What follows belongs to an exercise in optimizing a design on an open flow for small area; a production flow would make more cautious choices.
Where RTL was checked, it was by simulation tests only, not by an equivalence proof against the original.
The RTL of runs 1, 2 and 4 was laid out without a check of its function.
Power is estimated from default activity; no workload was simulated.

`flow/config.mk`:
```
export PLATFORM = sky130hd
export DESIGN_NAME = pwm_core
export DESIGN_NICKNAME = pwm_core
export VERILOG_FILES = /design/flow/design.v
export SDC_FILE = /design/flow/constraint.sdc
export NUM_CORES = 4
export LEC_CHECK = 0
export ABC_AREA = 1
export CAP_MARGIN = 0
export CORE_MARGIN = 2
export CORE_UTILIZATION = 65
export SLEW_MARGIN = 0
```
`flow/constraint.sdc`:
```
create_clock -name core_clock -period 10.0 [get_ports {PCLK}]
set_input_delay 2.0000 -clock core_clock [delete_from_list [all_inputs] [get_ports {PCLK}]]
set_output_delay 2.0000 -clock core_clock [all_outputs]
set_load 0.01 [all_outputs]
```
`flow/design.v`:
```
`default_nettype none
package pwm_pkg;
  localparam int DATA_W = 16;
  localparam int ADDR_W = 8;
  localparam int PWM_NUM  = 4;
  localparam int TACH_NUM = 2;
  localparam int TACH_PRE_W = 4;
  localparam int TACH_DIV_W = 11;
  localparam logic [ADDR_W-3:0] REG_PRESCALE     = 6'h00;
  localparam logic [ADDR_W-3:0] REG_PERIOD       = 6'h01;
  localparam logic [ADDR_W-3:0] REG_ENABLE       = 6'h02;
  localparam logic [ADDR_W-3:0] REG_POSEDGE_BASE = 6'h04;
  localparam logic [ADDR_W-3:0] REG_NEGEDGE_BASE = 6'h05;
  localparam logic [ADDR_W-3:0] REG_TACHPRESCALE = 6'h25;
  localparam logic [ADDR_W-3:0] REG_TACHSTATUS   = 6'h26;
  localparam logic [ADDR_W-3:0] REG_TACHIRQMASK  = 6'h27;
  localparam logic [ADDR_W-3:0] REG_TACHMODE     = 6'h28;
  localparam logic [ADDR_W-3:0] REG_TACHDUR_BASE = 6'h29;
endpackage
`default_nettype wire
`timescale 1ns/1ps
`default_nettype none
import pwm_pkg::*;
module pwm_core
(
  input  logic                PCLK,
  input  logic                PRESETN,
  input  logic                PSEL,
  input  logic                PENABLE,
  input  logic                PWRITE,
  input  logic [ADDR_W-1:0]   PADDR,
  input  logic [DATA_W-1:0]   PWDATA,
  output logic [DATA_W-1:0]   PRDATA,
  output logic                PREADY,
  output logic                PSLVERR,
  input  logic [TACH_NUM-1:0] TACHIN,
  output logic                TACHINT,
  output logic [PWM_NUM-1:0]  PWM
);
  function automatic logic cmp_chain(input logic [15:0] a,
                                     input logic [15:0] b,
                                     input logic        cin);
    logic c;
    c = cin;
    for (int i = 0; i < 16; i++)
      c = (a[i] & ~b[i]) | ((a[i] | ~b[i]) & c);
    cmp_chain = c;
  endfunction
  assign PREADY  = 1'b1;
  assign PSLVERR = 1'b0;
  logic [5:0]  word_idx;
  logic        wr_en;
  logic [15:0] wdata;    
  logic        rst;
  assign word_idx = PADDR[7:2];
  assign wr_en    = PSEL & PENABLE & PWRITE;
  assign rst      = ~PRESETN;
  assign wdata    = PWDATA & {16{PRESETN}};
  logic [15:0]      prescale;
  logic [15:0]      period;
  logic [3:0]       pwm_enable;
  logic [3:0][15:0] pwm_posedge;
  logic [3:0][15:0] pwm_negedge;
  logic [3:0]       edge_gt;        
  logic [3:0]       tach_prescale;
  logic [1:0]       tach_irq_mask;
  logic [1:0]       tach_mode;
  logic [1:0]       tach_status;
  logic [1:0][15:0] tach_dur;
  logic [1:0]       status_clear;
  function automatic logic wr_to(input logic [5:0] idx, input logic [5:0] w);
    wr_to = (idx == w);
  endfunction
  always_ff @(posedge PCLK)
  begin
    if (rst | (wr_en & wr_to(word_idx, REG_PRESCALE)))     prescale      <= wdata;
    if (rst | (wr_en & wr_to(word_idx, REG_PERIOD)))       period        <= wdata;
    if (rst | (wr_en & wr_to(word_idx, REG_ENABLE)))       pwm_enable    <= wdata[3:0];
    if (rst | (wr_en & wr_to(word_idx, REG_TACHPRESCALE))) tach_prescale <= wdata[3:0];
    if (rst | (wr_en & wr_to(word_idx, REG_TACHIRQMASK)))  tach_irq_mask <= wdata[1:0];
    if (rst | (wr_en & wr_to(word_idx, REG_TACHMODE)))     tach_mode     <= wdata[1:0];
  end
  logic [5:0]  rd_idx;
  logic [15:0] rd_data;
  assign rd_idx = {word_idx[5:1], word_idx[0] ^ PWRITE};
  function automatic logic [15:0] sel16(input logic [5:0] idx, input logic [5:0] w,
                                        input logic [15:0] v);
    sel16 = (idx == w) ? v : 16'h0000;
  endfunction
  assign rd_data = sel16(rd_idx, 6'h00, prescale)
                 | sel16(rd_idx, 6'h01, period)
                 | sel16(rd_idx, 6'h02, {12'h000, pwm_enable})
                 | sel16(rd_idx, 6'h04, pwm_posedge[0])
                 | sel16(rd_idx, 6'h05, pwm_negedge[0])
                 | sel16(rd_idx, 6'h06, pwm_posedge[1])
                 | sel16(rd_idx, 6'h07, pwm_negedge[1])
                 | sel16(rd_idx, 6'h08, pwm_posedge[2])
                 | sel16(rd_idx, 6'h09, pwm_negedge[2])
                 | sel16(rd_idx, 6'h0a, pwm_posedge[3])
                 | sel16(rd_idx, 6'h0b, pwm_negedge[3])
                 | sel16(rd_idx, 6'h25, {12'h000, tach_prescale})
                 | sel16(rd_idx, 6'h26, {14'h0000, tach_status})
                 | sel16(rd_idx, 6'h27, {14'h0000, tach_irq_mask})
                 | sel16(rd_idx, 6'h28, {14'h0000, tach_mode})
                 | sel16(rd_idx, 6'h29, tach_dur[0])
                 | sel16(rd_idx, 6'h2a, tach_dur[1]);
  assign PRDATA = rd_data;
  function automatic logic cmp_chain8(input logic [7:0] a,
                                      input logic [7:0] b,
                                      input logic       cin);
    logic c;
    c = cin;
    for (int i = 0; i < 8; i++)
      c = (a[i] & ~b[i]) | ((a[i] | ~b[i]) & c);
    cmp_chain8 = c;
  endfunction
  logic gt_new;
  logic gt_lo, gt_hi0, gt_hi1;
  assign gt_lo  = cmp_chain8(rd_data[7:0], PWDATA[7:0], ~word_idx[0]);
  assign gt_hi0 = cmp_chain8(rd_data[15:8], PWDATA[15:8], 1'b0);
  assign gt_hi1 = cmp_chain8(rd_data[15:8], PWDATA[15:8], 1'b1);
  assign gt_new = (gt_lo ? gt_hi1 : gt_hi0) ^ ~word_idx[0];
  for (genvar n = 0; n < 4; n++)
  begin : g_edge
    always_ff @(posedge PCLK)
    begin
      if (rst | (wr_en & wr_to(word_idx, 6'(4 + 2 * n)))) pwm_posedge[n] <= wdata;
      if (rst | (wr_en & wr_to(word_idx, 6'(5 + 2 * n)))) pwm_negedge[n] <= wdata;
      if (rst | (wr_en & (word_idx[5:1] == 5'(2 + n))))   edge_gt[n]     <= gt_new & PRESETN;
    end
  end
  assign status_clear = (wr_en & wr_to(word_idx, REG_TACHSTATUS)) ? PWDATA[1:0] : 2'b00;
  logic [15:0] pre_cnt;
  logic [15:0] period_cnt;
  logic        tick;
  logic        wrap;
  assign tick = cmp_chain(pre_cnt, prescale, 1'b1);
  assign wrap = tick & cmp_chain(period_cnt, period, 1'b1);
  always_ff @(posedge PCLK)
  begin
    if (rst | tick)
      pre_cnt <= '0;
    else
      pre_cnt <= pre_cnt + 1'b1;
    if (rst | wrap)
      period_cnt <= '0;
    else if (tick)
      period_cnt <= period_cnt + 1'b1;
  end
  logic [3:0] in_window;
  logic [3:0] after_pos;     
  logic [3:0] before_neg;    
  for (genvar n = 0; n < 4; n++)
  begin : g_win
    assign after_pos[n]  = cmp_chain(period_cnt, pwm_posedge[n], 1'b1);
    assign before_neg[n] = ~cmp_chain(period_cnt, pwm_negedge[n], 1'b1);
    assign in_window[n]  = edge_gt[n] ? (after_pos[n] | before_neg[n])
                                      : (after_pos[n] & before_neg[n]);
  end
  always_ff @(posedge PCLK)
    PWM <= pwm_enable & in_window & {4{PRESETN}};
  logic [10:0] div_cnt;
  logic [10:0] div_val;
  logic        tach_tick;
  always_comb
  begin
    for (int i = 0; i < 11; i++)
      div_val[i] = (tach_prescale > 4'(i));
  end
  assign tach_tick = (div_cnt == '0);
  always_ff @(posedge PCLK)
  begin
    if (rst | (|(div_cnt & ~div_val)) | (&(div_cnt | ~div_val)))
      div_cnt <= '0;
    else
      div_cnt <= div_cnt + 1'b1;
  end
  logic [1:0] update;
  logic [1:0] accept;
  assign accept = ~tach_mode | ~tach_status;
  for (genvar t = 0; t < 2; t++)
  begin : g_tach
    logic [1:0]  sync_q;
    logic        prev_q;
    logic        armed;
    logic        rise;
    logic [15:0] tick_cnt;
    assign rise      = sync_q[1] & ~prev_q;
    assign update[t] = rise & armed;
    always_ff @(posedge PCLK)
    begin
      sync_q <= {sync_q[0], TACHIN[t]} & {2{PRESETN}};
      prev_q <= sync_q[1] & PRESETN;
      armed  <= (armed | rise) & PRESETN;
      if (rise)
        tick_cnt <= '0;
      else if (tach_tick && (tick_cnt != '1))
        tick_cnt <= tick_cnt + 1'b1;
      if (rst | (update[t] & accept[t]))
        tach_dur[t] <= tick_cnt & {16{PRESETN}};
    end
  end
  always_ff @(posedge PCLK)
  begin
    tach_status <= (tach_status | (update & accept)) & ~status_clear & {2{PRESETN}};
    TACHINT     <= |(tach_status & tach_irq_mask) & PRESETN;
  end
endmodule
`default_nettype wire
```
`flow/flow/run.sh`:
```
#!/bin/bash
set -euo pipefail
here=$(pwd)
rm -rf "$here/scripts_mod"
cp -r "$FLOW_HOME/scripts" "$here/scripts_mod"
cp "$here/flow/abc_area.script" "$here/scripts_mod/abc_area.script"
cts="-sink_clustering_enable -repair_clock_nets -buf_list sky130_fd_sc_hd__clkbuf_8"
cts="$cts -sink_clustering_size 18 -sink_clustering_max_diameter 90 -dont_use_dummy_load"
bash standard.sh SCRIPTS_DIR="$here/scripts_mod" \
  BUFFER_PORTS_ARGS="-buffer_cell sky130_fd_sc_hd__buf_1" \
  CTS_ARGS="$cts" \
  finish > "$here/make_flow.log" 2>&1
```
`flow/flow/abc_area.script`:
```
strash
balance
rewrite
refactor
balance
rewrite
rewrite -z
balance
refactor -z
rewrite -z
balance
&get -n
&dch -f
&nf -R 1000 -p
&put
topo
```
`flow/standard.sh`:
```
#!/bin/bash
# synth_recipe.tcl (not shown) runs the flow's synth.tcl, then flattens the netlist and writes it again
# the make line also repeats each setting of config.mk as NAME=value (left out here)
make -C /OpenROAD-flow-scripts/flow DESIGN_CONFIG=/design/flow/config.mk WORK_HOME=/design/flow/orfs CLKGATE_MAP_FILE= SYNTH_SCRIPT=/design/flow/synth_recipe.tcl "${@:-finish}"
```
==> results.json, run 1 <==
{
  "outcome": "finished clean",
  "max_freq_mhz": 124,
  "yosysTopAreaCell": "sky130_fd_sc_hd__edfxtp_1",
  "placed_area_um2": 14100,
  "slew_headroom_pct": 20.3,
  "design.core.area_um2": 20200,
  "required_ns": 10.36,
  "clockRootBuffer": "sky130_fd_sc_hd__clkbuf_8",
  "synth_async_sr_flop_share_pct": 0,
  "timing.final.crit_share_pct": 80.6,
  "die_area_um2": 21700,
  "worst_hold_path_type": "register to register",
  "place.gp.congestion": 0.953,
  "synth_top_flop_cell": "sky130_fd_sc_hd__edfxtp_1",
  "setup.worst_path.class": "input pin to register",
  "ys_seq_elements": 298,
  "post_cts_resized": 0,
  "reg2regPathDepth": 24,
  "max_cap_viol_count": 0,
  "grt.total_usage_pct": 31.0,
  "post-cts-setup-buffer-count": 0,
  "overall_via_count_from_detail_route": 9665,
  "holdCritStartpoint": "g_tach[1].sync_q[0]",
  "syn_area_um2": 13400,
  "dp.final_hpwl_um": 23900,
  "cts_tree": "done",
  "syn_nets": 1157,
  "leakagePower_uw": 0.00448,
  "timing.critical_path.arrival_ns": 8.43,
  "cell_count_after_synthesis": 1120,
  "wl_met1_um": 13900,
  "cts-htree-levels": 1,
  "drtIter0Drc": 1214,
  "route.detailed.wl_per_inst_um": 22.8,
  "dr_wl_met2_um": 15500,
  "synthToLayoutAreaGrowth_pct": 7.20,
  "std_cell_rows": 52,
  "clock_path_buffers": 3,
  "grt_first_pass_wirelength_um": 51500,
  "final-hold-violation-count": 0,
  "topRoutingLayerUsed": "met4",
  "antenna_diodes": 0,
  "start_kind": "input pin",
  "drc": 0,
  "worst-r2r-setup-slack_ns": 2.04,
  "power_density_nw_per_um2": 156,
  "final_area_um2": 14300,
  "synth_enable_flop_cells": 208,
  "fin_skew_ns": 0.0316,
  "cts_made_buffers": 20,
  "post_drt_via_cell_ratio": 6.53,
  "yosys.cell_count.top_type": "sky130_fd_sc_hd__edfxtp_1",
  "totalWireLength_um": 33700,
  "ys_seq_area_share_pct": 60.2,
  "ir_worst_vdd_v": 0.000162,
  "grt_overflow": 0,
  "antenna_found_initial": 0,
  "drive_gt1_share_pct": 3.89,
  "grt_max_degree": 88,
  "worst_slew_pin_slew_ns": 1.20,
  "synthesis.yosys.warnings": 1,
  "clk_pin_slew_ns": 0.11,
  "netlist-cell-type-count": 44,
  "die_height_um": 147,
  "hold_path_depth": 1,
  "synth.area.top_cells": "sky130_fd_sc_hd__edfxtp_1 47%, sky130_fd_sc_hd__dfxtp_1 13%, sky130_fd_sc_hd__maj3_1 11%",
  "top_cells_by_instance_count_after_synthesis": "208 x sky130_fd_sc_hd__edfxtp_1, 146 x sky130_fd_sc_hd__maj3_1, 90 x sky130_fd_sc_hd__dfxtp_1",
  "rsz0062_at_grt": "no",
  "postSynthAreaPerCell_um2": 11.9,
  "tritoncts_num_sinks": 298,
  "critPathMaxFanout": 9,
  "final.setup.tns_ns": 0,
  "whs_endpoint": "g_tach[1].sync_q[1]",
  "setup_viol_count_final": 0,
  "start_util_pct": 66.1,
  "drv_slew": 0,
  "cts_hold_buffers": 0,
  "io_pins": 54,
  "r2r_end": "period_cnt[14]",
  "final_period_minus_worst_setup_slack_ns": 8.06,
  "chipWidth_um": 147,
  "launch_point_of_the_worst_reg_to_reg_path": "prescale[0]",
  "yosys.area.top_type_share_pct": 46.7,
  "crit_path_end_kind": "register",
  "num-nets-final": 1248,
  "number_of_global_route_vias_before_repair": 9259,
  "clock_latency_ns": 0.56,
  "drt_pass1_iterations": 9,
  "met3_wl_um": 3180,
  "drtAntennaViolNets": 0,
  "portBuffers": 49
}
==> metal layers <==
layer | track usage (%) | vias up
li1 | - | 4462
met1 | 43.8 | 4648
met2 | 50.1 | 470
met3 | 5.31 | 85
met4 | 9.42 | 0
met5 | 0 | -
==> critical path, cell delays in order <==
cell	delay [ns]
sky130_fd_sc_hd__buf_1	0.08
sky130_fd_sc_hd__nor2_1	0.28
sky130_fd_sc_hd__nand2_1	0.29
sky130_fd_sc_hd__nor2_1	0.84
sky130_fd_sc_hd__a222oi_1	0.27
sky130_fd_sc_hd__nand3_1	0.16
sky130_fd_sc_hd__nor2_1	0.07
sky130_fd_sc_hd__nand3_1	0.10
sky130_fd_sc_hd__clkinv_1	0.08
sky130_fd_sc_hd__maj3_1	0.39
sky130_fd_sc_hd__maj3_1	0.41
sky130_fd_sc_hd__maj3_1	0.39
sky130_fd_sc_hd__maj3_1	0.38
sky130_fd_sc_hd__a21oi_1	0.12
sky130_fd_sc_hd__o21ai_0	0.13
sky130_fd_sc_hd__maj3_1	0.37
sky130_fd_sc_hd__maj3_1	0.37
sky130_fd_sc_hd__maj3_1	0.42
sky130_fd_sc_hd__o21ai_0	0.10
sky130_fd_sc_hd__a21oi_1	0.08
sky130_fd_sc_hd__o2bb2ai_1	0.26
sky130_fd_sc_hd__maj3_1	0.23
sky130_fd_sc_hd__maj3_1	0.22
sky130_fd_sc_hd__o21ai_0	0.09
sky130_fd_sc_hd__a21oi_1	0.28
==> logic make-up (layout without fill, tap and decap cells) <==
kind of cell | after synthesis | count (layout) | share of synthesized area (%)
fa+ha+maj | 152 | 152 | 11.5
simple gates | 381 | 381 | 14.6
flops | 298 | 298 | 60.2
xor+xnor | 18 | 18 | 1.18
other cells | 2 | 2 | 0.0561
compound gates | 212 | 212 | 10.8
mux | 1 | 1 | 0.0748
buf+inv | 56 | 145 | 1.63
==> where the power goes <==
part           total (uW)  switching (uW)  internal, uW
Clock                 541             359           181
Combinational         186             119          67.3
Sequential           1510            81.2          1420
==> registers in the layout, indices dropped and copies added (netlist names), 2 cells and up <==
| register | cells |
|---|---|
| PWM | 4 |
| div_cnt | 11 |
| edge_gt | 4 |
| g_tach.armed | 2 |
| g_tach.prev_q | 2 |
| g_tach.sync_q | 4 |
| g_tach.tick_cnt | 32 |
| period | 16 |
| period_cnt | 16 |
| pre_cnt | 16 |
| prescale | 16 |
| pwm_enable | 4 |
| pwm_negedge | 64 |
| pwm_posedge | 64 |
| tach_dur | 32 |
| tach_irq_mask | 2 |
| tach_mode | 2 |
| tach_prescale | 4 |
| tach_status | 2 |
==> worst max path at each step <==
stage | startpoint | end | slack, ns
floorplan | pre_cnt[0] | period_cnt[14] | 2.66
global placement | PADDR[6] | edge_gt[2] | 1.53
detailed placement | PADDR[6] | edge_gt[3] | 1.44
CTS | prescale[0] | period_cnt[14] | 1.99
global route | PADDR[2] | edge_gt[3] | 1.63
finish | PADDR[6] | edge_gt[2] | 1.94
==> through the flow <==
step / cells / hold WS, ns / util, % / worst slack, ns / total power [uW]
after global placement: 1459 / 0.421 / 69.5 / 1.53 / 1710
after floorplan: 1120 / 0.413 / - / 2.66 / 1620
after CTS: 1479 / 0.450 / 70.9 / 1.99 / 2240
after detailed placement: 1459 / 0.430 / 69.5 / 1.44 / 1720
after global routing: 1479 / 0.475 / 70.9 / 1.63 / 2310
final: 1479 / 0.444 / 70.9 / 1.94 / 2230
==> layout by cell type, fill, tap and decap left out, types with 3 or more instances in the layout <==
cell type	Yosys	final
sky130_fd_sc_hd__a211oi_1	3	3
sky130_fd_sc_hd__a21oi_1	55	55
sky130_fd_sc_hd__a221oi_1	3	3
sky130_fd_sc_hd__a222oi_1	38	38
sky130_fd_sc_hd__a22oi_1	37	37
sky130_fd_sc_hd__a31oi_1	11	11
sky130_fd_sc_hd__and2_0	58	58
sky130_fd_sc_hd__and3_1	26	26
sky130_fd_sc_hd__and4_1	12	12
sky130_fd_sc_hd__buf_1	0	48
sky130_fd_sc_hd__buf_4	2	22
sky130_fd_sc_hd__clkbuf_8	0	20
sky130_fd_sc_hd__clkinv_1	54	54
sky130_fd_sc_hd__dfxtp_1	90	90
sky130_fd_sc_hd__edfxtp_1	208	208
sky130_fd_sc_hd__ha_1	6	6
sky130_fd_sc_hd__maj3_1	146	146
sky130_fd_sc_hd__nand2_1	81	81
sky130_fd_sc_hd__nand2b_1	11	11
sky130_fd_sc_hd__nand3_1	18	18
sky130_fd_sc_hd__nand4_1	21	21
sky130_fd_sc_hd__nor2_1	75	75
sky130_fd_sc_hd__nor2b_1	24	24
sky130_fd_sc_hd__nor3_1	43	43
sky130_fd_sc_hd__nor3b_1	3	3
sky130_fd_sc_hd__nor4_1	4	4
sky130_fd_sc_hd__o211ai_1	4	4
sky130_fd_sc_hd__o21a_1	4	4
sky130_fd_sc_hd__o21ai_0	38	28
sky130_fd_sc_hd__o21ai_1	0	6
sky130_fd_sc_hd__o21ai_2	0	4
sky130_fd_sc_hd__o22ai_1	9	9
sky130_fd_sc_hd__xnor2_1	10	10
sky130_fd_sc_hd__xor2_1	8	8
==> final cells by class <==
class | instances | area [um^2]
clock buffer | 20 | 275
fill | 1468 | 5900
inverter | 54 | 203
multi-input combinational | 766 | 5120
sequential | 298 | 8050
tap | 270 | 338
timing repair buffer | 71 | 350
==> run 2, diff against run 1 <==
--- a/flow/flow/run.sh
+++ b/flow/flow/run.sh
@@ -6,5 +6,5 @@
 cp "$here/flow/abc_area.script" "$here/scripts_mod/abc_area.script"
 cts="-sink_clustering_enable -repair_clock_nets -buf_list sky130_fd_sc_hd__clkbuf_8"
-cts="$cts -sink_clustering_size 18 -sink_clustering_max_diameter 90 -dont_use_dummy_load"
+cts="$cts -sink_clustering_size 16 -sink_clustering_max_diameter 80 -dont_use_dummy_load"
 bash standard.sh SCRIPTS_DIR="$here/scripts_mod" \
   BUFFER_PORTS_ARGS="-buffer_cell sky130_fd_sc_hd__buf_1" \
--- a/flow/config.mk
+++ b/flow/config.mk
@@ -9,4 +9,4 @@
 export CAP_MARGIN = 0
 export CORE_MARGIN = 2
-export CORE_UTILIZATION = 65
+export CORE_UTILIZATION = 55
 export SLEW_MARGIN = 0
==> run 2 against run 1 <==
Setup slack worse by 0.22 ns; power increased by 1.3%; sequential cell count did not move; clock power increased by 5.2%; synthesized cell count stayed put; largest cell class unchanged; highest routed layer unchanged.
==> results.json, run 2 <==
{
  "outcome": "finished clean",
  "grt_overflow": 0,
  "most_used_cells_in_the_layout_excluding_fill_and_tap_cells": "208 x sky130_fd_sc_hd__edfxtp_1, 146 x sky130_fd_sc_hd__maj3_1, 90 x sky130_fd_sc_hd__dfxtp_1",
  "biggestRegsByFlops": "pwm_negedge (64), pwm_posedge (64)",
  "drv_slew": 0,
  "place.gp.congestion": 0.910,
  "cts_hold_buffers": 0,
  "top_cells_by_instance_count_after_synthesis": "208 x sky130_fd_sc_hd__edfxtp_1, 146 x sky130_fd_sc_hd__maj3_1, 90 x sky130_fd_sc_hd__dfxtp_1",
  "start_util_pct": 55.5,
  "ir_worst_vdd_v": 0.000128,
  "synth_enable_flop_cells": 208,
  "synthToLayoutAreaGrowth_pct": 8.14,
  "cts_tree": "done",
  "cts_made_buffers": 22,
  "syn_nets": 1157,
  "worst_path_dominant_cell_family": "adder cells",
  "chipWidth_um": 160,
  "cp_common_cell": "sky130_fd_sc_hd__maj3_1",
  "sequential_cell_area_um2": 8050,
  "antenna_diodes": 0,
  "drtAntennaViolNets": 0,
  "worst_hold_path_type": "register to register",
  "clockRootBuffer": "sky130_fd_sc_hd__clkbuf_8",
  "die_height_um": 160,
  "n_fill_cell": 2063,
  "critPathMaxFanout": 9,
  "required_ns": 10.37,
  "yosysTopAreaCell": "sky130_fd_sc_hd__edfxtp_1",
  "die_area_um2": 25600,
  "final_critical_path_setup_slack_ns": 1.72,
  "grt.total_usage_pct": 27.9,
  "drt_pass1_iterations": 5,
  "clock_latency_ns": 0.57,
  "final.setup.tns_ns": 0,
  "yosys.area.top_type_share_pct": 46.7,
  "cell_count_after_synthesis": 1120,
  "slew_headroom_pct": 22.7,
  "post_cts_resized": 0,
  "start_kind": "input pin",
  "post_drt_via_cell_ratio": 6.21,
  "design.core.area_um2": 24100,
  "grt_max_degree": 64,
  "clk_pin_slew_ns": 0.10,
  "cts-htree-levels": 1,
  "timing.critical_path.arrival_ns": 8.65,
  "grt_first_pass_wirelength_um": 54600,
  "max_cap_viol_count": 0,
  "tritoncts_num_sinks": 298,
  "leakagePower_uw": 0.00451,
  "rsz0062_at_grt": "no",
  "worst_setup_timing_slack_at_the_placement_stage_ns": 1.19,
  "syn_area_um2": 13400,
  "worst_slew_pin_slew_ns": 1.16,
  "power_density_nw_per_um2": 156,
  "ys_seq_area_share_pct": 60.2,
  "netlist-cell-type-count": 44,
  "power.net_switching_uw": 571,
  "synth_top_flop_cell": "sky130_fd_sc_hd__edfxtp_1",
  "drc": 0,
  "dp.cells": 1515,
  "synthesis.yosys.warnings": 1,
  "power_switching_share_pct": 25.3,
  "final_cell_count_no_fill": 1537,
  "postSynthAreaPerCell_um2": 11.9,
  "number_of_global_route_vias_before_repair": 9174,
  "final_period_minus_worst_setup_slack_ns": 8.28,
  "cp_buf_inv_count": 2,
  "drtIter0Drc": 1082,
  "crit_path_end_kind": "register",
  "portBuffers": 49,
  "final_common_cell": "sky130_fd_sc_hd__edfxtp_1",
  "seq_pwr_share_pct": 66.5,
  "clock_path_buffers": 3,
  "max_freq_mhz": 121,
  "post-cts-setup-buffer-count": 0,
  "final-hold-violation-count": 0,
  "setup.worst_path.class": "input pin to register",
  "p_comb_share_pct": 8.3,
  "dp.final_hpwl_um": 25600,
  "ys_seq_elements": 298,
  "timing.final.crit_share_pct": 82.8,
  "overall_via_count_from_detail_route": 9545,
  "cp_slowest_cell": "sky130_fd_sc_hd__nor2_1",
  "num-nets-final": 1252,
  "fin_skew_ns": 0.0651,
  "final_core_util_pct": 60.0,
  "yosys.cell_count.top_type": "sky130_fd_sc_hd__edfxtp_1",
  "cpPeakStageDelay_ns": 0.81,
  "setup_viol_count_final": 0,
  "design_power_total_uw": 2260,
  "clockPowerShare_pct": 25.1,
  "synth_async_sr_flop_share_pct": 0,
  "synth.area.top_cells": "sky130_fd_sc_hd__edfxtp_1 47%, sky130_fd_sc_hd__dfxtp_1 13%, sky130_fd_sc_hd__maj3_1 11%",
  "drive_gt1_share_pct": 4.53,
  "io_pins": 54,
  "p_int_uw": 1690,
  "multi_input_area_um2": 5140,
  "antenna_found_initial": 0,
  "totalWireLength_um": 35700,
  "std_cell_rows": 57,
  "route.detailed.wl_per_inst_um": 23.2,
  "worst-r2r-setup-slack_ns": 1.93
}
-- run 2: final timing paths --
kind | startpoint | end | depth (start not counted)
worst max register to register | prescale[0] | period_cnt[14] | 24
worst max-delay path | PADDR[6] | edge_gt[1] | 25
worst min-delay path | g_tach[0].sync_q[0] | g_tach[0].sync_q[1] | 1
worst min register to register | g_tach[0].sync_q[0] | g_tach[0].sync_q[1] | 1
-- run 2: per-layer routing --
layer	track usage (%)	up-vias	wire length (um)
met2	45.3	393	16500
met4	6.06	0	821
li1	-	4485	-
met3	4.96	51	3070
met1	39.6	4616	15300
met5	0	-	0
-- run 2: logic make-up after synthesis --
logic type | count (synthesis) | synth area share, %
AO/OA/AOI/OAI | 212 | 10.8
XOR/XNOR | 18 | 1.18
adder cells (fa/ha/maj) | 152 | 11.5
buffers and inverters | 56 | 1.63
flip-flops | 298 | 60.2
multiplexers | 1 | 0.0748
other | 2 | 0.0561
AND/OR/NAND/NOR | 381 | 14.6
-- run 2: power by group through the flow --
| stage | Sequential (uW) | Clock (uW) | Combinational (uW) |
|---|---|---|---|
| final | 1500 | 569 | 189 |
| after global routing | 1520 | 621 | 213 |
| after CTS | 1500 | 583 | 190 |
| after detailed placement | 1530 | 0 | 189 |
| after global placement | 1530 | 0 | 186 |
| after floorplan | 1500 | 0 | 124 |
-- run 2: area by class of cell --
cell class,count,area share (%)
timing repair buffer,73,2.53
tap,324,2.80
sequential,298,55.6
clock buffer,22,2.09
multi-input combinational,766,35.5
inverter,54,1.40
-- run 2: metrics by stage --
step	area [um^2]	hold WS, ns
floorplan	13400	0.413
global placement	14200	0.422
detailed placement	14200	0.427
CTS	14500	0.456
global route	14500	0.473
finish	14500	0.447
-- run 2: worst reg2reg max path, stage by stage, from the launching register on --
cell                       delay, ns
sky130_fd_sc_hd__edfxtp_1       0.48
sky130_fd_sc_hd__nand2b_1       0.09
sky130_fd_sc_hd__maj3_1         0.35
sky130_fd_sc_hd__maj3_1         0.36
sky130_fd_sc_hd__maj3_1         0.36
sky130_fd_sc_hd__maj3_1         0.37
sky130_fd_sc_hd__maj3_1         0.37
sky130_fd_sc_hd__maj3_1         0.41
sky130_fd_sc_hd__maj3_1         0.39
sky130_fd_sc_hd__maj3_1         0.37
sky130_fd_sc_hd__maj3_1         0.37
sky130_fd_sc_hd__maj3_1         0.37
sky130_fd_sc_hd__maj3_1         0.38
sky130_fd_sc_hd__maj3_1         0.36
sky130_fd_sc_hd__maj3_1         0.36
sky130_fd_sc_hd__maj3_1         0.36
sky130_fd_sc_hd__maj3_1         0.53
sky130_fd_sc_hd__and3_1         0.30
sky130_fd_sc_hd__and3_1         0.21
sky130_fd_sc_hd__and3_1         0.20
sky130_fd_sc_hd__and3_1         0.22
sky130_fd_sc_hd__and3_1         0.25
sky130_fd_sc_hd__and3_1         0.22
sky130_fd_sc_hd__a21oi_1        0.14
sky130_fd_sc_hd__a311oi_1       0.06
==> run 3, diff against run 2 <==
--- a/flow/design.v
+++ b/flow/design.v
@@ -191,5 +191,5 @@
     begin
       sync_q <= {sync_q[0], TACHIN[t]} & {2{PRESETN}};
-      prev_q <= sync_q[1] & PRESETN;
+      prev_q <= sync_q[1];
       armed  <= (armed | rise) & PRESETN;
       if (rise)
--- a/flow/config.mk
+++ b/flow/config.mk
@@ -9,4 +9,4 @@
 export CAP_MARGIN = 0
 export CORE_MARGIN = 2
-export CORE_UTILIZATION = 55
+export CORE_UTILIZATION = 65
 export SLEW_MARGIN = 0
==> run 3 against run 2 <==
Via count rose by 0.95%; still clean on timing, DRC and antenna; sequential share of layout area up 0.40 points; sequential power about the same; routed wire length fell by 3.5%; power shrank 0.24%; count of clock-buffer cells in the layout is the same; clock power down 2%; area after synthesis is 0.12% lower; utilization is 11 points higher; non-clock buffer count down 3.
==> results.json, run 3 <==
{
  "outcome": "finished clean",
  "postSynthAreaPerCell_um2": 12.0,
  "totalWireLength_um": 34400,
  "final-hold-violation-count": 0,
  "syn_area_um2": 13400,
  "crit_path_end_kind": "register",
  "final_period_minus_worst_setup_slack_ns": 7.92,
  "ys_seq_elements": 298,
  "design.core.area_um2": 20200,
  "post_cts_resized": 0,
  "clockRootBuffer": "sky130_fd_sc_hd__clkbuf_8",
  "io_pins": 54,
  "synth_fa_ha_area_share_pct": 11.3,
  "start_util_pct": 66.0,
  "netlist-cell-type-count": 45,
  "biggestRegsByFlops": "pwm_negedge (64), pwm_posedge (64)",
  "timing.critical_path.arrival_ns": 8.36,
  "cts_made_buffers": 22,
  "most_used_cells_in_the_layout_excluding_fill_and_tap_cells": "208 x sky130_fd_sc_hd__edfxtp_1, 143 x sky130_fd_sc_hd__maj3_1, 90 x sky130_fd_sc_hd__dfxtp_1",
  "p_comb_share_pct": 8.4,
  "timing.hold.ws_ns": 0.371,
  "leakagePower_uw": 0.00448,
  "place.gp.congestion": 0.897,
  "cell_count_after_synthesis": 1117,
  "yosysTopAreaCell": "sky130_fd_sc_hd__edfxtp_1",
  "synth_enable_flop_cells": 208,
  "placed_area_um2": 14100,
  "power_switching_share_pct": 24.9,
  "post_drt_via_cell_ratio": 6.52,
  "muxShareOfSynthArea_pct": 0.0749,
  "number_of_global_route_vias_before_repair": 9411,
  "final_common_cell": "sky130_fd_sc_hd__edfxtp_1",
  "die_height_um": 147,
  "route.detailed.wl_per_inst_um": 23.3,
  "portBuffers": 49,
  "synth_async_sr_flop_share_pct": 0,
  "p_int_uw": 1690,
  "final_area_um2": 14400,
  "max_freq_mhz": 126,
  "clk_pin_slew_ns": 0.10,
  "num-nets-final": 1246,
  "worst_slew_pin_slew_ns": 1.09,
  "required_ns": 10.44,
  "clock_path_buffers": 3,
  "critPathMaxFanout": 6,
  "setup.worst_path.class": "register to register",
  "power_density_nw_per_um2": 157,
  "ir_worst_vdd_v": 0.000117,
  "post-cts-setup-buffer-count": 0,
  "grt.total_usage_pct": 31.8,
  "syn_nets": 1154,
  "final.setup.tns_ns": 0,
  "overall_via_count_from_detail_route": 9636,
  "drtIter0Drc": 1143,
  "grt_overflow": 0,
  "clock_latency_ns": 0.55,
  "cts_tree": "done",
  "drive_gt1_share_pct": 4.47,
  "yosys.cell_count.top_type": "sky130_fd_sc_hd__edfxtp_1",
  "power.net_switching_uw": 562,
  "worst_setup_timing_slack_at_the_placement_stage_ns": 2.08,
  "slew_headroom_pct": 27.3,
  "synth-compound-area-share_pct": 11.1,
  "clockPowerShare_pct": 24.7,
  "dp.final_hpwl_um": 24600,
  "antenna_diodes": 0,
  "worst_hold_path_type": "register to register",
  "final_critical_path_setup_slack_ns": 2.08,
  "timing.final.crit_share_pct": 79.2,
  "max_cap_viol_count": 0,
  "synth.area.top_cells": "sky130_fd_sc_hd__edfxtp_1 47%, sky130_fd_sc_hd__dfxtp_1 13%, sky130_fd_sc_hd__maj3_1 11%",
  "synth_top_flop_cell": "sky130_fd_sc_hd__edfxtp_1",
  "cts-htree-levels": 1,
  "drtAntennaViolNets": 0,
  "ys_seq_area_share_pct": 60.2,
  "synth-xor-area-share_pct": 1.25,
  "fin_skew_ns": 0.0281,
  "drv_slew": 0,
  "yosys.area.top_type_share_pct": 46.8,
  "seq_pwr_share_pct": 66.9,
  "tritoncts_num_sinks": 298,
  "synthToLayoutAreaGrowth_pct": 7.50,
  "chipWidth_um": 147,
  "setup_viol_count_final": 0,
  "rsz0062_at_grt": "no",
  "start_kind": "register",
  "yosys.area_share.simple_pct": 14.4,
  "die_area_um2": 21700,
  "antenna_found_initial": 0,
  "top_cells_by_instance_count_after_synthesis": "208 x sky130_fd_sc_hd__edfxtp_1, 143 x sky130_fd_sc_hd__maj3_1, 90 x sky130_fd_sc_hd__dfxtp_1",
  "drc": 0,
  "drt_pass1_iterations": 6,
  "std_cell_rows": 52,
  "grt_max_degree": 87,
  "synthesis.yosys.warnings": 1,
  "cts_hold_buffers": 0,
  "synth_top_family_by_area": "simple AND/OR/NAND/NOR gates",
  "grt_first_pass_wirelength_um": 52700
}
[run 3: cell count changes after synthesis, sizes merged, moves of 2 or more]
cell,change
a22o,+2
nand2b,-2
a22oi,-2
nor2b,+2
a31oi,-2
and2,-3
a21oi,+2
a222oi,+3
and4,-3
nand2,-3
nor2,+2
maj3,-3
[run 3: final timing paths]
kind	start	endpoint	slack [ns]	cells past startpoint
max	prescale[0]	period_cnt[14]	2.08	24
min	g_tach[0].sync_q[1]	g_tach[0].prev_q	0.37	0
max reg2reg	prescale[0]	period_cnt[14]	2.08	24
min reg2reg	g_tach[0].sync_q[1]	g_tach[0].prev_q	0.37	0
[run 3: cell type report]
| type | instances | area, um^2 |
|---|---|---|
| clock buffers | 22 | 303 |
| fillers | 1464 | 5870 |
| inverters | 54 | 203 |
| multi-input cells | 763 | 5130 |
| flip-flops and latches | 298 | 8050 |
| well taps | 270 | 338 |
| repair buffers | 70 | 343 |
[run 3: worst max-delay path, stage by stage (launching register included)]
cell	delay, ns
sky130_fd_sc_hd__edfxtp_1	0.44
sky130_fd_sc_hd__nand2b_1	0.08
sky130_fd_sc_hd__maj3_1	0.36
sky130_fd_sc_hd__maj3_1	0.37
sky130_fd_sc_hd__maj3_1	0.37
sky130_fd_sc_hd__maj3_1	0.37
sky130_fd_sc_hd__maj3_1	0.37
sky130_fd_sc_hd__maj3_1	0.38
sky130_fd_sc_hd__maj3_1	0.37
sky130_fd_sc_hd__maj3_1	0.38
sky130_fd_sc_hd__maj3_1	0.38
sky130_fd_sc_hd__maj3_1	0.36
sky130_fd_sc_hd__maj3_1	0.37
sky130_fd_sc_hd__maj3_1	0.36
sky130_fd_sc_hd__maj3_1	0.36
sky130_fd_sc_hd__maj3_1	0.36
sky130_fd_sc_hd__maj3_1	0.53
sky130_fd_sc_hd__and3_1	0.29
sky130_fd_sc_hd__and3_1	0.22
sky130_fd_sc_hd__and3_1	0.22
sky130_fd_sc_hd__and3_1	0.22
sky130_fd_sc_hd__and3_1	0.25
sky130_fd_sc_hd__and3_1	0.22
sky130_fd_sc_hd__a21oi_1	0.14
sky130_fd_sc_hd__a311oi_1	0.05
[run 3: cells by family after synthesis]
| kind of cell | count (synthesis) |
|---|---|
| buffers and inverters | 56 |
| adders and majority gates | 149 |
| DFF | 298 |
| AOI/OAI and AO/OA | 216 |
| and+or+nand+nor | 376 |
| other | 2 |
| muxes | 1 |
| xor gates and xnor gates | 19 |
[run 3: per-stage QoR]
| step | power, uW | cells | utilization (%) |
|---|---|---|---|
| final | 2260 | 1477 | 71.0 |
| after global placement | 1710 | 1455 | 69.5 |
| after global routing | 2340 | 1477 | 71.0 |
| after detailed placement | 1720 | 1455 | 69.5 |
| after floorplan | 1630 | 1117 | - |
| after CTS | 2260 | 1477 | 71.0 |
[run 3: power by group through the flow]
| stage | clock [uW] | sequential (uW) | combinational, uW |
|---|---|---|---|
| after floorplan | 0 | 1500 | 126 |
| after global placement | 0 | 1530 | 184 |
| after detailed placement | 0 | 1530 | 189 |
| after CTS | 568 | 1510 | 190 |
| after global routing | 607 | 1520 | 211 |
| final | 558 | 1510 | 190 |
[run 3: metal layers]
layer  up-vias  track usage [%]  share of wire [%]
met1      4634             43.0                 40
met3        71             5.25                9.0
met4         0             12.6                4.1
met5         -                0                  0
met2       475             52.0                 47
li1       4456                -                  -
==> run 4, diff against run 3 <==
--- a/flow/design.v
+++ b/flow/design.v
@@ -191,5 +191,5 @@
     begin
       sync_q <= {sync_q[0], TACHIN[t]} & {2{PRESETN}};
-      prev_q <= sync_q[1];
+      prev_q <= sync_q[1] & PRESETN;
       armed  <= (armed | rise) & PRESETN;
       if (rise)
==> flow/flow/run.sh (replaced) <==
#!/bin/bash
set -euo pipefail
here=$(pwd)
rm -rf "$here/scripts_mod"
cp -r "$FLOW_HOME/scripts" "$here/scripts_mod"
cp "$here/flow/abc_area.script" "$here/scripts_mod/abc_area.script"
cts="-sink_clustering_enable -repair_clock_nets -buf_list sky130_fd_sc_hd__clkbuf_4"
cts="$cts -sink_clustering_size 9 -sink_clustering_max_diameter 40 -dont_use_dummy_load"
bash standard.sh SCRIPTS_DIR="$here/scripts_mod" \
  BUFFER_PORTS_ARGS="-buffer_cell sky130_fd_sc_hd__buf_1" \
  CTS_ARGS="$cts" \
  finish > "$here/make_flow.log" 2>&1
--- a/flow/config.mk
+++ b/flow/config.mk
@@ -9,4 +9,4 @@
 export CAP_MARGIN = 0
 export CORE_MARGIN = 2
-export CORE_UTILIZATION = 65
+export CORE_UTILIZATION = 55
 export SLEW_MARGIN = 0
==> run 4 against run 3 <==
Area after synthesis grew 0.12%; sequential power about the same; sequential share of layout area down 0.57 points; critical path depth grew 1; largest cell class unchanged.
==> results.json, run 4 <==
{
  "cp_slowest_cell": "sky130_fd_sc_hd__nor2_1",
  "drtIter0Drc": 1148,
  "clock_path_buffers": 3,
  "design_power_total_uw": 2290,
  "outcome": "finished clean",
  "worst-r2r-setup-slack_ns": 1.96,
  "leakagePower_uw": 0.00456,
  "final.setup.tns_ns": 0,
  "drtAntennaViolNets": 0,
  "start_util_pct": 55.5,
  "cts_tree": "done",
  "hold_path_depth": 1,
  "synthToLayoutAreaGrowth_pct": 8.48,
  "yosys.cell_count.top_type": "sky130_fd_sc_hd__edfxtp_1",
  "final_common_cell": "sky130_fd_sc_hd__edfxtp_1",
  "setup.worst_path.class": "input pin to register",
  "design.core.area_um2": 24100,
  "final-hold-violation-count": 0,
  "power_density_nw_per_um2": 158,
  "final_core_util_pct": 60.2,
  "synth_fa_ha_area_share_pct": 11.5,
  "final_period_minus_worst_setup_slack_ns": 8.15,
  "portBuffers": 49,
  "post_cts_resized": 0,
  "rsz0062_at_grt": "no",
  "io_pins": 54,
  "chipWidth_um": 160,
  "postSynthAreaPerCell_um2": 11.9,
  "tritoncts_num_sinks": 298,
  "yosysTopAreaCell": "sky130_fd_sc_hd__edfxtp_1",
  "die_height_um": 160,
  "ys_seq_elements": 298,
  "max_freq_mhz": 123,
  "synth.area.top_cells": "sky130_fd_sc_hd__edfxtp_1 47%, sky130_fd_sc_hd__dfxtp_1 13%, sky130_fd_sc_hd__maj3_1 11%",
  "cpPeakStageDelay_ns": 0.79,
  "muxShareOfSynthArea_pct": 0.0748,
  "drt_pass1_iterations": 7,
  "place.gp.congestion": 0.910,
  "synth_top_flop_cell": "sky130_fd_sc_hd__edfxtp_1",
  "syn_nets": 1157,
  "top_cells_by_instance_count_after_synthesis": "208 x sky130_fd_sc_hd__edfxtp_1, 146 x sky130_fd_sc_hd__maj3_1, 90 x sky130_fd_sc_hd__dfxtp_1",
  "synth_top_family_by_area": "simple AND/OR/NAND/NOR gates",
  "netlist-cell-type-count": 44,
  "totalWireLength_um": 36200,
  "cts-htree-levels": 2,
  "drc": 0,
  "grt.total_usage_pct": 28.3,
  "clk_pin_slew_ns": 0.09,
  "synth-compound-area-share_pct": 10.8,
  "synth_async_sr_flop_share_pct": 0,
  "biggestRegsByFlops": "pwm_negedge (64), pwm_posedge (64)",
  "yosys.area_share.simple_pct": 14.6,
  "ys_seq_area_share_pct": 60.2,
  "synthesis.yosys.warnings": 1,
  "num-nets-final": 1276,
  "required_ns": 10.48,
  "cts_hold_buffers": 0,
  "antenna_found_initial": 1,
  "synth-xor-area-share_pct": 1.18,
  "std_cell_rows": 57,
  "number_of_global_route_vias_before_repair": 9420,
  "start_kind": "input pin",
  "clockRootBuffer": "sky130_fd_sc_hd__clkbuf_4",
  "ir_worst_vdd_v": 0.000119,
  "grt_first_pass_wirelength_um": 55100,
  "final_cell_count_no_fill": 1562,
  "max_cap_viol_count": 0,
  "post_drt_via_cell_ratio": 6.23,
  "slew_headroom_pct": 24.0,
  "dp.cells": 1515,
  "critPathMaxFanout": 9,
  "route.detailed.wl_per_inst_um": 23.2,
  "die_area_um2": 25600,
  "synth_enable_flop_cells": 208,
  "grt_max_degree": 64,
  "clock_latency_ns": 0.69,
  "crit_path_end_kind": "register",
  "yosys.area.top_type_share_pct": 46.7,
  "dp.final_hpwl_um": 25600,
  "timing.critical_path.arrival_ns": 8.63,
  "cts_made_buffers": 46,
  "post-cts-setup-buffer-count": 0,
  "cp_common_cell": "sky130_fd_sc_hd__maj3_1",
  "setup_viol_count_final": 0,
  "grt_overflow": 0,
  "worst_hold_path_type": "register to register",
  "drv_slew": 0,
  "overall_via_count_from_detail_route": 9738,
  "timing.hold.ws_ns": 0.444,
  "timing.final.crit_share_pct": 81.5,
  "reg2regPathDepth": 24,
  "worst_slew_pin_slew_ns": 1.14,
  "most_used_cells_in_the_layout_excluding_fill_and_tap_cells": "208 x sky130_fd_sc_hd__edfxtp_1, 146 x sky130_fd_sc_hd__maj3_1, 90 x sky130_fd_sc_hd__dfxtp_1",
  "cell_count_after_synthesis": 1120,
  "syn_area_um2": 13400,
  "fin_skew_ns": 0.0631,
  "drive_gt1_share_pct": 6.39
}
run 4: logic make-up after synthesis:
| family | Yosys count |
|---|---|
| flip-flops | 298 |
| other | 2 |
| XOR/XNOR | 18 |
| buffers and inverters | 56 |
| AND/OR/NAND/NOR | 381 |
| multiplexers | 1 |
| adder cells (fa/ha/maj) | 152 |
| AO/OA/AOI/OAI | 212 |
run 4: path summary, 6_finish.rpt:
check                                    startpoint                   to
worst min-delay path            g_tach[0].sync_q[0]  g_tach[0].sync_q[1]
worst max-delay path                       PADDR[6]           edge_gt[0]
worst min register to register  g_tach[0].sync_q[0]  g_tach[0].sync_q[1]
worst max register to register          prescale[0]       period_cnt[14]
run 4: final cells by class:
type,instances,area [um^2]
fillers,2076,9600
flip-flops and latches,298,8050
multi-input cells,766,5140
well taps,324,405
repair buffers,73,365
clock buffers,46,345
inverters,54,203
diodes,1,2.50
run 4: worst max-delay path, delay by kind of cell:
family,cells,cell delay [ns]
buffers and inverters,2,0.17
and+or+nand+nor,6,1.72
AOI/OAI and AO/OA,8,1.53
adders and majority gates,9,3.18
run 4: report_power, final:
part / internal (uW) / switching, uW / leakage (uW) / total, uW
registers: 1430 / 80.4 / 0.00276 / 1510
logic: 67.7 / 121 / 0.00160 / 189
clock network: 211 / 390 / 0.000212 / 601
total: 1700 / 591 / 0.00456 / 2290
run 4: metal layers:
metal | share of wire, % | GRT usage (%)
met2 | 46 | 45.1
met5 | 0 | 0
met4 | 2.6 | 8.35
met1 | 43 | 39.7
met3 | 8.8 | 5.79
run 4: per-stage QoR:
stage                     worst slack [ns]  cell area [um^2]
after global placement                1.29             14200
after global routing                  1.39             14500
final                                 1.85             14500
after detailed placement              1.19             14200
after CTS                             1.92             14500
after floorplan                       2.66             13400
==> run 5, diff against run 4 <==
--- a/flow/design.v
+++ b/flow/design.v
@@ -132,5 +132,9 @@
   assign status_clear = (wr_en & wr_to(word_idx, REG_TACHSTATUS)) ? PWDATA[1:0] : 2'b00;
   logic [15:0] pre_cnt;
+  logic [15:0] pre_cnt_n;       
+  assign pre_cnt = ~pre_cnt_n;
   logic [15:0] period_cnt;
+  logic [15:0] period_cnt_n;    
+  assign period_cnt = ~period_cnt_n;
   logic        tick;
   logic        wrap;
@@ -140,11 +144,11 @@
   begin
     if (rst | tick)
-      pre_cnt <= '0;
+      pre_cnt_n <= '1;
     else
-      pre_cnt <= pre_cnt + 1'b1;
+      pre_cnt_n <= ~(pre_cnt + 1'b1);
     if (rst | wrap)
-      period_cnt <= '0;
+      period_cnt_n <= '1;
     else if (tick)
-      period_cnt <= period_cnt + 1'b1;
+      period_cnt_n <= ~(period_cnt + 1'b1);
   end
   logic [3:0] in_window;
@@ -186,4 +190,6 @@
     logic        rise;
     logic [15:0] tick_cnt;
+    logic [15:0] tick_cnt_n;    
+    assign tick_cnt = ~tick_cnt_n;
     assign rise      = sync_q[1] & ~prev_q;
     assign update[t] = rise & armed;
@@ -191,10 +197,10 @@
     begin
       sync_q <= {sync_q[0], TACHIN[t]} & {2{PRESETN}};
-      prev_q <= sync_q[1] & PRESETN;
+      prev_q <= sync_q[1];
       armed  <= (armed | rise) & PRESETN;
       if (rise)
-        tick_cnt <= '0;
+        tick_cnt_n <= '1;
       else if (tach_tick && (tick_cnt != '1))
-        tick_cnt <= tick_cnt + 1'b1;
+        tick_cnt_n <= ~(tick_cnt + 1'b1);
       if (rst | (update[t] & accept[t]))
         tach_dur[t] <= tick_cnt & {16{PRESETN}};
==> flow/flow/run.sh (replaced) <==
#!/bin/bash
set -euo pipefail
here=$(pwd)
rm -rf "$here/scripts_mod"
cp -r "$FLOW_HOME/scripts" "$here/scripts_mod"
cp "$here/flow/abc_area.script" "$here/scripts_mod/abc_area.script"
cts="-sink_clustering_enable -repair_clock_nets -buf_list sky130_fd_sc_hd__clkbuf_8"
cts="$cts -sink_clustering_size 16 -sink_clustering_max_diameter 80 -dont_use_dummy_load"
bash standard.sh SCRIPTS_DIR="$here/scripts_mod" \
  BUFFER_PORTS_ARGS="-buffer_cell sky130_fd_sc_hd__buf_1" \
  CTS_ARGS="$cts" \
  finish > "$here/make_flow.log" 2>&1
--- a/flow/config.mk
+++ b/flow/config.mk
@@ -9,4 +9,4 @@
 export CAP_MARGIN = 0
 export CORE_MARGIN = 2
-export CORE_UTILIZATION = 55
+export CORE_UTILIZATION = 75
 export SLEW_MARGIN = 0
==> run 5 against run 4 <==
Still clean; fmax up 13%; global-route usage up 11 points; non-clock buffer count down 3; critical path type unchanged; critical endpoint unchanged; largest cell class unchanged.
==> results.json, run 5 <==
{
  "outcome": "finished clean",
  "yosysTopAreaCell": "sky130_fd_sc_hd__edfxtp_1",
  "max_cap_viol_count": 0,
  "met3_usage_pct": 8.99,
  "chipWidth_um": 136,
  "syn_nets": 1196,
  "overall_via_count_from_detail_route": 10800,
  "required_ns": 10.30,
  "yosys.area.top_type_share_pct": 47.8,
  "global_route.usage.met2_pct": 61.0,
  "ys_seq_area_share_pct": 61.6,
  "dp.final_hpwl_um": 24800,
  "holdCritStartpoint": "g_tach[1].sync_q[1]",
  "r2r_end": "period_cnt_n[15]",
  "top_cells_by_instance_count_after_synthesis": "208 x sky130_fd_sc_hd__edfxtp_1, 111 x sky130_fd_sc_hd__nor2_1, 110 x sky130_fd_sc_hd__nand2_1",
  "synth_async_sr_flop_share_pct": 0,
  "ir_worst_vdd_v": 0.000187,
  "worst_hold_path_type": "register to register",
  "cts_tree": "done",
  "grt.total_usage_pct": 38.9,
  "crit_path_end_kind": "register",
  "design_power_total_uw": 2270,
  "start_util_pct": 76.1,
  "cp_common_cell": "sky130_fd_sc_hd__a21oi_1",
  "reg2regPathDepth": 23,
  "portBuffers": 49,
  "max_freq_mhz": 139,
  "rsz0062_at_grt": "no",
  "setup.worst_path.class": "input pin to register",
  "post-cts-setup-buffer-count": 0,
  "biggestRegsByFlops": "pwm_negedge (64), pwm_posedge (64)",
  "die_area_um2": 18500,
  "clock_path_buffers": 3,
  "dp.cells": 1452,
  "antenna_found_initial": 0,
  "synth_top_flop_cell": "sky130_fd_sc_hd__edfxtp_1",
  "route.detailed.wl_per_inst_um": 24.4,
  "synthesis.yosys.warnings": 1,
  "synth_enable_flop_cells": 208,
  "cts_made_buffers": 22,
  "place.gp.congestion": 0.975,
  "timing.hold.ws_ns": 0.377,
  "clock_latency_ns": 0.54,
  "drv_slew": 0,
  "final_cell_count_no_fill": 1474,
  "synthToLayoutAreaGrowth_pct": 7.14,
  "cell_count_after_synthesis": 1159,
  "drt_pass1_iterations": 9,
  "yosys.cell_count.top_type": "sky130_fd_sc_hd__edfxtp_1",
  "clk_pin_slew_ns": 0.10,
  "final_common_cell": "sky130_fd_sc_hd__edfxtp_1",
  "timing.final.crit_share_pct": 72.0,
  "critPathMaxFanout": 16,
  "antenna_diodes": 0,
  "syn_area_um2": 13100,
  "final.setup.tns_ns": 0,
  "whs_endpoint": "g_tach[1].prev_q",
  "final_period_minus_worst_setup_slack_ns": 7.20,
  "hold_path_depth": 0,
  "drtAntennaViolNets": 0,
  "worst_slew_pin_slew_ns": 1.31,
  "timing.critical_path.arrival_ns": 7.50,
  "launch_point_of_the_worst_reg_to_reg_path": "prescale[1]",
  "slew_headroom_pct": 12.4,
  "synth.area.top_cells": "sky130_fd_sc_hd__edfxtp_1 48%, sky130_fd_sc_hd__dfxtp_1 14%, sky130_fd_sc_hd__o21ai_0 4.0%",
  "number_of_global_route_vias_before_repair": 10100,
  "cp_slowest_cell": "sky130_fd_sc_hd__maj3_1",
  "post_cts_resized": 0,
  "die_height_um": 136,
  "worst_path_dominant_cell_family": "compound AO/OA/AOI/OAI gates",
  "cpPeakStageDelay_ns": 0.43,
  "cts_hold_buffers": 0,
  "fin_skew_ns": 0.0270,
  "grt_overflow": 0,
  "grt_max_degree": 43,
  "clockRootBuffer": "sky130_fd_sc_hd__clkbuf_8",
  "design.core.area_um2": 17200,
  "leakagePower_uw": 0.00455,
  "grtUsageMet1_pct": 51.6,
  "setup_viol_count_final": 0,
  "worst-r2r-setup-slack_ns": 4.88,
  "grt_first_pass_wirelength_um": 54000,
  "post_drt_via_cell_ratio": 7.35,
  "num-nets-final": 1288,
  "start_kind": "input pin",
  "drc": 0,
  "std_cell_rows": 48,
  "cp_buf_inv_count": 3,
  "cts-htree-levels": 1,
  "busiest_layer": "met2",
  "most_used_cells_in_the_layout_excluding_fill_and_tap_cells": "208 x sky130_fd_sc_hd__edfxtp_1, 110 x sky130_fd_sc_hd__nand2_1, 107 x sky130_fd_sc_hd__nor2_1",
  "tritoncts_num_sinks": 298,
  "power_density_nw_per_um2": 162,
  "ys_seq_elements": 298,
  "drtIter0Drc": 1669,
  "io_pins": 54,
  "totalWireLength_um": 35900,
  "postSynthAreaPerCell_um2": 11.3,
  "final-hold-violation-count": 0,
  "drive_gt1_share_pct": 4.08,
  "netlist-cell-type-count": 48
}
==> run 5: cell count changes after synthesis, moves of 16 or more <==
cell,delta
sky130_fd_sc_hd__maj3_1,-137
sky130_fd_sc_hd__o21ai_0,+67
sky130_fd_sc_hd__o22ai_1,+42
sky130_fd_sc_hd__and2_0,-40
sky130_fd_sc_hd__nor2_1,+36
sky130_fd_sc_hd__nand2_1,+29
sky130_fd_sc_hd__nor3_1,-28
sky130_fd_sc_hd__or3_1,+26
sky130_fd_sc_hd__clkinv_1,-25
sky130_fd_sc_hd__a221oi_1,+20
sky130_fd_sc_hd__and3_1,-20
sky130_fd_sc_hd__nand3_1,+19
sky130_fd_sc_hd__a21oi_1,+16
==> run 5: logic make-up (layout without fill, tap and decap cells) <==
group | Yosys count | in the layout | share of synthesized area [%]
other | 2 | 2 | 0.0575
adders and majority gates | 15 | 15 | 1.26
xor gates and xnor gates | 10 | 10 | 0.670
AOI/OAI and AO/OA | 412 | 412 | 21.2
and+or+nand+nor | 391 | 391 | 14.2
buffers and inverters | 31 | 121 | 0.948
DFF | 298 | 298 | 61.6
==> run 5: report_power, final <==
part	total, uW	internal, uW	switching [uW]
Combinational	191	68.6	122
Clock	554	198	355
Sequential	1530	1430	98.5
Total	2270	1700	576
==> run 5: cell type report <==
class                   instances  area (um^2)
flip-flops and latches        298         8050
multi-input cells             830         4920
repair buffers                 70          343
well taps                     225          282
inverters                      29          109
clock buffers                  22          303
fillers                      1048         3180
==> run 5: worst max-delay path by stage <==
| stage | to | cells past startpoint | start |
|---|---|---|---|
| detailed placement | edge_gt[0] | 25 | PADDR[2] |
| global route | edge_gt[2] | 25 | PADDR[2] |
| CTS | edge_gt[2] | 25 | PADDR[2] |
| global placement | edge_gt[0] | 25 | PADDR[2] |
| floorplan | edge_gt[0] | 23 | PWRITE |
| finish | edge_gt[0] | 25 | PADDR[2] |
==> run 5: metrics by stage <==
step	util, %	area [um^2]	worst slack (ns)
final	81.5	14000	2.80
after floorplan	-	13100	4.02
after detailed placement	79.7	13700	2.53
after CTS	81.5	14000	3.02
after global routing	81.5	14000	2.51
after global placement	79.7	13700	2.77
==> run 5: routing by layer <==
metal | vias up | wire, um | part of all wire (%)
li1 | 4822 | - | -
met1 | 5067 | 12900 | 36
met2 | 820 | 16500 | 46
met3 | 130 | 4750 | 13
met4 | 0 | 1820 | 5.1
met5 | - | 0 | 0
==> run 6, diff against run 5 <==
--- a/flow/config.mk
+++ b/flow/config.mk
@@ -9,4 +9,4 @@
 export CAP_MARGIN = 0
 export CORE_MARGIN = 2
-export CORE_UTILIZATION = 75
+export CORE_UTILIZATION = 65
 export SLEW_MARGIN = 0
==> run 6 against run 5 <==
Highest routed layer unchanged; first-iteration DRC count decreased by 11%; count of clock-buffer cells in the layout unchanged; non-clock buffer count decreased by 4; register-to-register slack improved by 0.07 ns; final cell count increased by 2.4%; largest power group unchanged.
==> results.json, run 6 <==
{
  "synth-xor-area-share_pct": 0.670,
  "worst-r2r-setup-slack_ns": 4.95,
  "drc": 0,
  "setup.worst_path.class": "input pin to register",
  "synth_top_flop_cell": "sky130_fd_sc_hd__edfxtp_1",
  "slew_headroom_pct": 16.0,
  "worst_setup_timing_slack_at_the_placement_stage_ns": 2.84,
  "design.core.area_um2": 19600,
  "clock_latency_ns": 0.55,
  "drtIter0Drc": 1480,
  "setup_viol_count_final": 0,
  "grt.total_usage_pct": 33.8,
  "post_cts_resized": 0,
  "worstSetupStartpoint": "PADDR[2]",
  "die_area_um2": 21300,
  "final_period_minus_worst_setup_slack_ns": 6.69,
  "power_density_nw_per_um2": 163,
  "launch_point_of_the_worst_reg_to_reg_path": "prescale[1]",
  "synth_fa_ha_area_share_pct": 1.26,
  "final_area_um2": 14000,
  "cts-htree-levels": 1,
  "drtAntennaViolNets": 0,
  "clk_pin_slew_ns": 0.10,
  "final_critical_path_setup_slack_ns": 3.31,
  "cell_count_after_synthesis": 1159,
  "biggestRegsByFlops": "pwm_negedge (64), pwm_posedge (64)",
  "antenna_diodes": 0,
  "io_pins": 54,
  "ys_seq_area_share_pct": 61.6,
  "synth_top_family_by_area": "compound AO/OA/AOI/OAI gates",
  "r2r_end": "period_cnt_n[15]",
  "top_cells_by_instance_count_after_synthesis": "208 x sky130_fd_sc_hd__edfxtp_1, 111 x sky130_fd_sc_hd__nor2_1, 110 x sky130_fd_sc_hd__nand2_1",
  "clockRootBuffer": "sky130_fd_sc_hd__clkbuf_8",
  "number_of_global_route_vias_before_repair": 9773,
  "postSynthAreaPerCell_um2": 11.3,
  "required_ns": 10.34,
  "final-hold-violation-count": 0,
  "die_height_um": 146,
  "fin_skew_ns": 0.0214,
  "synth-compound-area-share_pct": 21.2,
  "critPathMaxFanout": 16,
  "grt_max_degree": 42,
  "route.detailed.wl_per_inst_um": 24.0,
  "drv_slew": 0,
  "placed_area_um2": 13700,
  "chipWidth_um": 146,
  "cts_hold_buffers": 0,
  "final.setup.tns_ns": 0,
  "cp_common_cell": "sky130_fd_sc_hd__a21oi_1",
  "post_drt_via_cell_ratio": 7.00,
  "cp_slowest_cell": "sky130_fd_sc_hd__maj3_1",
  "ir_worst_vdd_v": 0.000118,
  "synthesis.yosys.warnings": 1,
  "outcome": "finished clean",
  "muxShareOfSynthArea_pct": 0,
  "max_cap_viol_count": 0,
  "most_used_cells_in_the_layout_excluding_fill_and_tap_cells": "208 x sky130_fd_sc_hd__edfxtp_1, 110 x sky130_fd_sc_hd__nand2_1, 108 x sky130_fd_sc_hd__nor2_1",
  "leakagePower_uw": 0.00453,
  "netlist-cell-type-count": 48,
  "yosysTopAreaCell": "sky130_fd_sc_hd__edfxtp_1",
  "tritoncts_num_sinks": 298,
  "synth.area.top_cells": "sky130_fd_sc_hd__edfxtp_1 48%, sky130_fd_sc_hd__dfxtp_1 14%, sky130_fd_sc_hd__o21ai_0 4.0%",
  "timing.final.crit_share_pct": 66.9,
  "clock_path_buffers": 3,
  "endpoint": "edge_gt[2]",
  "final_core_util_pct": 71.6,
  "timing.critical_path.arrival_ns": 7.03,
  "final_common_cell": "sky130_fd_sc_hd__edfxtp_1",
  "post-cts-setup-buffer-count": 0,
  "yosys.area_share.simple_pct": 14.2,
  "yosys.cell_count.top_type": "sky130_fd_sc_hd__edfxtp_1",
  "syn_nets": 1196,
  "synth_async_sr_flop_share_pct": 0,
  "rsz0062_at_grt": "no",
  "design_power_total_uw": 2280,
  "cts_tree": "done",
  "yosys.area.top_type_share_pct": 47.8,
  "start_util_pct": 66.7,
  "hold_path_depth": 0,
  "antenna_found_initial": 0,
  "drt_pass1_iterations": 8,
  "portBuffers": 49,
  "crit_path_end_kind": "register",
  "totalWireLength_um": 36300,
  "max_freq_mhz": 150,
  "ys_seq_elements": 298,
  "grt_first_pass_wirelength_um": 55500,
  "place.gp.congestion": 0.948,
  "drive_gt1_share_pct": 3.78,
  "start_kind": "input pin",
  "worst_slew_pin_slew_ns": 1.26,
  "grt_overflow": 0,
  "overall_via_count_from_detail_route": 10600,
  "synthToLayoutAreaGrowth_pct": 7.31,
  "worst_hold_path_type": "register to register",
  "std_cell_rows": 51,
  "num-nets-final": 1284,
  "dp.final_hpwl_um": 25100,
  "reg2regPathDepth": 23,
  "cts_made_buffers": 22,
  "syn_area_um2": 13100,
  "synth_enable_flop_cells": 208,
  "n_fill_cell": 1451,
  "cpPeakStageDelay_ns": 0.43
}
run 6: routing by layer:
layer | vias to the layer above | global-route usage [%] | share of wire, % | routed length, um
met5 | - | 0 | 0 | 0
met1 | 5012 | 48.2 | 40 | 14300
met2 | 664 | 52.5 | 45 | 16500
met4 | 0 | 10.3 | 2.7 | 991
met3 | 79 | 7.34 | 12 | 4520
li1 | 4820 | - | - | -
run 6: through the flow:
| step | cells | hold slack, ns |
|---|---|---|
| after detailed placement | 1488 | 0.356 |
| after floorplan | 1159 | 0.345 |
| final | 1510 | 0.366 |
| after global routing | 1510 | 0.379 |
| after CTS | 1510 | 0.369 |
| after global placement | 1488 | 0.353 |
run 6: critical path, delay by kind of cell:
kind	cells	cell delay, ns
AO/OA/AOI/OAI	12	1.76
XOR/XNOR	1	0.28
adder cells (fa/ha/maj)	3	1.22
buffers and inverters	3	0.68
AND/OR/NAND/NOR	6	1.09
run 6: cells by family (layout without fill, tap and decap cells):
family | count (synthesis) | count (layout)
simple gates | 391 | 391
other cells | 2 | 2
flops | 298 | 298
xor+xnor | 10 | 10
compound gates | 412 | 412
buf+inv | 31 | 117
fa+ha+maj | 15 | 15
run 6: report_power, final:
part / leakage, uW / switching [uW] / internal, uW
registers: 0.00276 / 99.9 / 1430
logic: 0.00161 / 118 / 67.4
clock network: 0.000158 / 367 / 198
run 6: worst min path at each step:
stage                       end  slack, ns                start
3_5_place_dp   g_tach[0].prev_q       0.36  g_tach[0].sync_q[1]
4_1_cts        g_tach[0].prev_q       0.37  g_tach[0].sync_q[1]
3_3_place_gp   g_tach[0].prev_q       0.35  g_tach[0].sync_q[1]
2_1_floorplan  g_tach[0].prev_q       0.34  g_tach[0].sync_q[1]
6_report       g_tach[0].prev_q       0.37  g_tach[0].sync_q[1]
5_1_grt        g_tach[0].prev_q       0.38  g_tach[0].sync_q[1]
run 6: final cells by class:
class,instances,area [um^2],area share [%]
flip-flops and latches,298,8050,57.4
multi-input cells,830,4920,35.1
well taps,265,332,2.36
repair buffers,66,313,2.23
clock buffers,22,303,2.16
inverters,29,109,0.776

==> static timing again, ports no longer ideal <==
The flow's constraints put no driver on any port. The routed layouts listed below were extracted and timed again, unchanged, in two steps. Step 1 assumes that a clkbuf_16 drives the clock port and a buf_2 every other input. Step 2 moves the port delays by t, midway between the first and last clock arrival at a register: inputs arrive t later, outputs are due t later. That takes back most of the time a late clock gives input paths. Three values: ideal ports, drivers, drivers and shift; two values: the first two.
run	shift t [ns]	setup WS [ns]	worst hold slack (ns)	worst setup path at the end	cell pins on the clock port's net
run 1	0.583	1.938 / 1.934 / 1.352	0.444 / 0.444 / 0.444	input to register	1
run 2	0.585	1.717 / 1.740 / 1.155	0.447 / 0.447 / 0.447	input to register	1
run 3	0.582	2.079 / 2.079 / 2.079	0.371 / 0.371 / 0.371	register to register	1
run 4	0.704	1.848 / 1.868 / 1.164	0.444 / 0.444 / 0.444	input to register	1
run 5	0.580	2.799 / 2.800 / 2.221	0.377 / 0.377 / 0.377	input to register	1
run 6	0.591	3.315 / 3.322 / 2.731	0.366 / 0.366 / 0.366	input to register	1
After both steps every run listed still meets setup and hold. For run 4, which loses most, drivers alone change the setup slack by +0.020 ns; drivers and shift together by -0.684 ns.
